This is an optimization exercise on Yosys and OpenROAD, whose aim is small area, not a production implementation.
Function was checked by simulation only, so behaviour that the tests miss may differ from the original.
Power and IR drop assume default switching activity.

north:
==> flow/design.v <==
package udp_tx_cfg_pkg;
    localparam int unsigned PAYLOAD_BYTES = 18;
    localparam int unsigned FRAME_BYTES = 60;
    localparam int unsigned PREAMBLE_NIBBLES = 16;
    localparam int unsigned FRAME_NIBBLES    = 2 * FRAME_BYTES;
    localparam int unsigned FCS_NIBBLES      = 8;
    localparam int unsigned GAP_NIBBLES      = 24;
    localparam int unsigned NIBBLE_DIVIDER = 4;
    typedef logic [6:0] nibble_idx_t;
    typedef logic [$clog2(NIBBLE_DIVIDER)-1:0] div_count_t;
    typedef enum logic [2:0] {
        PHASE_IDLE,
        PHASE_BUILD,
        PHASE_CHECKSUM,
        PHASE_PREAMBLE,
        PHASE_FRAME,
        PHASE_FCS,
        PHASE_GAP
    } tx_phase_e;
    typedef struct packed {
        logic [31:0] src_ip;
        logic [47:0] src_mac;
        logic [15:0] src_port;
        logic [31:0] dest_ip;
        logic [47:0] dest_mac;
        logic [15:0] dest_port;
    } udp_request_t;
    typedef struct packed {
        logic       en;
        logic       strobe;
        logic [3:0] d;
    } mii_tx_t;
endpackage
import udp_tx_cfg_pkg::*;
module udp_tx_top (
    input  logic                                       clk,
    input  logic                                       reset,
    input  logic                                       send,
    input  udp_tx_cfg_pkg::udp_request_t               request,
    input  logic [udp_tx_cfg_pkg::PAYLOAD_BYTES*8-1:0] payload,
    output logic                                       ready,
    output udp_tx_cfg_pkg::mii_tx_t                    tx
);
    localparam int RING = 336;
    logic [1:0] div;
    logic       busy;        
    logic [7:0] n;           
    logic [1:0] v;           
    logic [9:0] pos;
    assign pos = {n, div[1] ~^ div[0], ~div[0]};
    logic accept;
    assign accept = send & ready;
    logic tick;
    assign tick = (div == 2'd0);
    logic [7:0] n_step;
    assign n_step[0] = n[0] ^ tick;
    for (genvar i = 1; i < 8; i++) begin : g_inc
        assign n_step[i] = n[i] ^ (tick & (&n[i-1:0]));
    end
    always_ff @(posedge clk) begin
        if (reset) begin
            div <= '0;
        end else begin
            div <= {div[1] ^ div[0], ~div[0]};
        end
    end
    always_ff @(posedge clk) begin
        n <= accept ? {8{div[1]}} : n_step;
    end
    always_ff @(posedge clk) begin
        if (reset) begin
            ready <= 1'b1;
            busy  <= 1'b0;
        end else if (accept) begin
            ready <= 1'b0;
            busy  <= 1'b1;
        end else if (busy && tick && n[7] && !n[6] && n[5] && (&n[2:0])) begin
            ready <= 1'b1;
            busy  <= 1'b0;
        end
    end
    always_ff @(posedge clk) begin
        if (ready) begin
            v <= div;
        end
    end
    logic [1:0] sel;
    assign sel = {v[1], ~v[0]};
    logic [479:0] fdata;
    assign fdata = {request.dest_mac, request.src_mac, 16'h0, 80'h0, 16'h0,
                    request.src_ip, request.dest_ip, request.src_port, request.dest_port,
                    32'h0, payload};
    logic [RING-1:0] ring;
    logic [RING-1:0] ring_in;
    for (genvar q = 0; q < RING; q++) begin : g_map
        localparam int TF = (q < 144) ? (479 - q) : (q < 240) ? (447 - q) : (335 - q);
        assign ring_in[q] = fdata[(59 - TF / 8) * 8 + TF % 8];
    end
    localparam int CS_W = 146;
    logic [RING-1:0] ring_prev;
    logic            cs_wr, cs_sum;
    always_comb begin
        ring_prev = {ring[RING-2:0], ring[RING-1]};
        if (cs_wr) begin
            ring_prev[CS_W] = cs_sum;
        end
    end
    always_ff @(posedge clk) begin
        ring <= ~((ring_in | {RING{busy}}) & (ring_prev | {RING{ready}}));
    end
    logic corr;
    assign corr = pos[0] ^ sel[0];
    logic tap_a, tap_b, tap_c;
    assign tap_a = ring[62 + sel] ^ corr;
    assign tap_b = ring[174 + sel] ^ corr;
    assign tap_c = ring[206 + sel] ^ corr;
    localparam logic [15:0] CSUM_INIT = 16'h4C44;
    logic cy;
    logic cs_first, cs_win, cs_d, cs_a;
    logic [5:0] m;
    assign m = n[7:2];
    assign cs_wr    = !m[5] && !m[4] && m[3] && (m[2:0] != 3'd0) && (m[2:0] != 3'd1) &&
                      (m[2:0] != 3'd7);
    assign cs_first = !m[0] && !m[2];
    assign cs_win   = !(m[2] && m[1]);
    assign cs_d     = cs_win & tap_a;
    assign cs_a     = cs_first ? CSUM_INIT[pos[3:0]] : ring[CS_W + 15];
    assign cs_sum   = cs_a ^ cs_d ^ cy;
    always_ff @(posedge clk) begin
        if (cs_wr) begin
            cy <= (cs_a & cs_d) | (cs_a & cy) | (cs_d & cy);
        end else begin
            cy <= 1'b0;
        end
    end
    logic cs_out;
    assign cs_out = ring[CS_W + 31];
    logic [3:0] kn;
    always_comb begin
        case (n[5:0])
            6'd40:   kn = 4'h8;
            6'd44:   kn = 4'h5;
            6'd45:   kn = 4'h4;
            6'd46:   kn = 4'hC;
            6'd50:   kn = 4'hE;
            6'd51:   kn = 4'h2;
            6'd60:   kn = 4'hF;
            6'd61:   kn = 4'hF;
            6'd62:   kn = 4'h1;
            6'd63:   kn = 4'h1;
            6'd30:   kn = 4'hA;
            6'd31:   kn = 4'h1;
            default: kn = 4'h0;
        endcase
    end
    logic [31:0] crc;
    logic        s;
    always_comb begin
        if (ready || m < 6'd4) begin
            s = ~pos[0] | (pos[5:0] == 6'd63);
        end else if (m[5]) begin
            s = m[1] ? ~crc[0] : tap_c;
        end else if (m < 6'd10) begin
            s = tap_a;
        end else if (m < 6'd16) begin
            s = kn[pos[1:0]];
        end else if (m == 6'd16) begin
            s = ~cs_out;
        end else if (m < 6'd23) begin
            s = tap_b;
        end else if (m < 6'd25) begin
            s = kn[pos[1:0]];
        end else begin
            s = tap_c;
        end
    end
    localparam logic [31:0] POLY = 32'hEDB88320;
    logic in_frame, fb;
    assign in_frame = m[5] ? !m[1] : (m[4:2] != 3'd0);
    assign fb       = crc[0] ^ s;
    always_ff @(posedge clk) begin
        for (int i = 0; i < 31; i++) begin
            crc[i] <= crc[i+1] ^ (POLY[i] & in_frame & fb);
        end
        crc[31] <= in_frame ? fb : 1'b1;
    end
    logic [2:0] col;
    logic       sending;
    assign sending = busy && (n < 8'd144);
    always_ff @(posedge clk) begin
        col <= {s, col[2:1]};
    end
    logic en_q;
    logic [3:0] d_q;
    always_ff @(posedge clk) begin
        if (reset) begin
            en_q <= 1'b0;
            d_q  <= '0;
        end else if (tick) begin
            en_q <= sending;
            d_q  <= sending ? {s, col} : 4'h0;
        end
    end
    assign tx.en     = en_q;
    assign tx.strobe = en_q && (div == 2'd1);
    assign tx.d      = d_q;
endmodule
export LEC_CHECK = 0
export ABC_AREA = 0
export CAP_MARGIN = 20
export CORE_MARGIN = 2
export CORE_UTILIZATION = 60
export SLEW_MARGIN = 20
create_clock -name core_clock -period 10.0 [get_ports {clk}]
standard.sh (not shown) runs the stock make flow with config.mk's settings and CLKGATE_MAP_FILE= SYNTH_SCRIPT=/design/flow/synth_recipe.tcl, a recipe that flattens the netlist after the stock synthesis.
==> flow/flow/run.sh <==
#!/bin/bash
# The standard layout (standard.sh) with three changes:
#  - synthesis is the standard flow's script, but ABC maps with flow/area.abc for area
#  - the port buffers are buf_1 cells
#  - CTS uses clkbuf_4 cells and adds no dummy loads
# Each tool's full output is in orfs/logs; make's output is in flow_make.log.
set -euo pipefail
W=$(pwd)
export BUFFER_PORTS_ARGS="-buffer_cell sky130_fd_sc_hd__buf_1"
export CTS_ARGS="-sink_clustering_enable -repair_clock_nets -dont_use_dummy_load -buf_list sky130_fd_sc_hd__clkbuf_4 -sink_clustering_size 12 -sink_clustering_max_diameter 40"
export MY_ABC_SCRIPT="$W/flow/area.abc"
cat "$W/flow/abc_override.tcl" "$W/synth_recipe.tcl" > "$W/own_synth.tcl"
sed "s#SYNTH_SCRIPT=[^ ]*#SYNTH_SCRIPT=$W/own_synth.tcl#" "$W/standard.sh" > "$W/own_standard.sh"
grep -q "SYNTH_SCRIPT=$W/own_synth.tcl" "$W/own_standard.sh"
bash "$W/own_standard.sh" > flow_make.log 2>&1
==> flow/flow/abc_override.tcl <==
# Runs ABC with this flow's own mapping script (flow/area.abc) and no delay
# target in place of ORFS's; everything else in synthesis is the standard flow's.
proc abc {args} {
  set i [lsearch -exact $args -script]
  if { $i >= 0 } {
    set args [lreplace $args $i [expr {$i + 1}] -script $::env(MY_ABC_SCRIPT)]
  }
  set i [lsearch -exact $args -D]
  if { $i >= 0 } {
    set args [lreplace $args $i [expr {$i + 1}]]
  }
  yosys abc {*}$args
}
==> flow/flow/area.abc <==
strash; dc2; dc2; strash; &get -n; &dch -f; &nf -R 1000; &put; topo; dnsize
Input-level comparison between south and north:
--- a/flow/flow/run.sh
+++ b/flow/flow/run.sh
@@ -9,3 +9,3 @@
 export BUFFER_PORTS_ARGS="-buffer_cell sky130_fd_sc_hd__buf_1"
-export CTS_ARGS="-sink_clustering_enable -repair_clock_nets -dont_use_dummy_load -buf_list sky130_fd_sc_hd__clkbuf_4 -sink_clustering_size 12 -sink_clustering_max_diameter 40"
+export CTS_ARGS="-sink_clustering_enable -repair_clock_nets -dont_use_dummy_load -buf_list sky130_fd_sc_hd__clkbuf_4 -sink_clustering_size 10 -sink_clustering_max_diameter 40"
 export MY_ABC_SCRIPT="$W/flow/area.abc"
==> flow/flow/area.abc <==
strash; dc2; dch -f; dc2; dch -f; strash; &get -n; &dch -f; &nf -R 1000; &put; topo; dnsize
### Flow results
- south: flow completed, timing, DRC and antenna clean
- Compared to north, south has placer congestion estimate 0.039 lower.
- south reports a lower global router's overall resource usage than north does.
- The cell count along the critical path of south is lower than that of north.
- | distinct cell type count of the synthesized netlist | lower: north |
- Comparing the two runs side by side, south comes out ahead of north on die area.
- | sequential fraction of design power | north vs south | ≈ equal |
- Comparing south and north, proportion of power drawn by combinational gates is lower on south.
- Compared to north, south has power in the clock group 4.1% higher.

## afterwards: timing with drivers on the ports
The results above use ideal ports. As a check the final layouts listed here were re-extracted and re-timed, cells and wires unchanged. Step 1 (the two cells are an assumption about what drives the block):
set clk [get_ports {clk}]
set_driving_cell -lib_cell sky130_fd_sc_hd__clkbuf_16 $clk
set_driving_cell -lib_cell sky130_fd_sc_hd__buf_2 [delete_from_list [all_inputs] $clk]
Step 2 also shifts input and output timing later by t, the mid clock arrival at the registers, as if the neighbouring blocks saw the same clock. a / b / c = ideal / step 1 / step 2; a / b = the first two.
| run | t, ns | setup slack, ns | worst slew at a driven data input, ns |
|---|---|---|---|
| north | 0.680 | 6.295 / 6.251 / 6.358 | 0.10 |
| south | 0.684 | 6.232 / 6.190 / 6.874 | 0.08 |
After both steps every run listed still meets setup and hold.
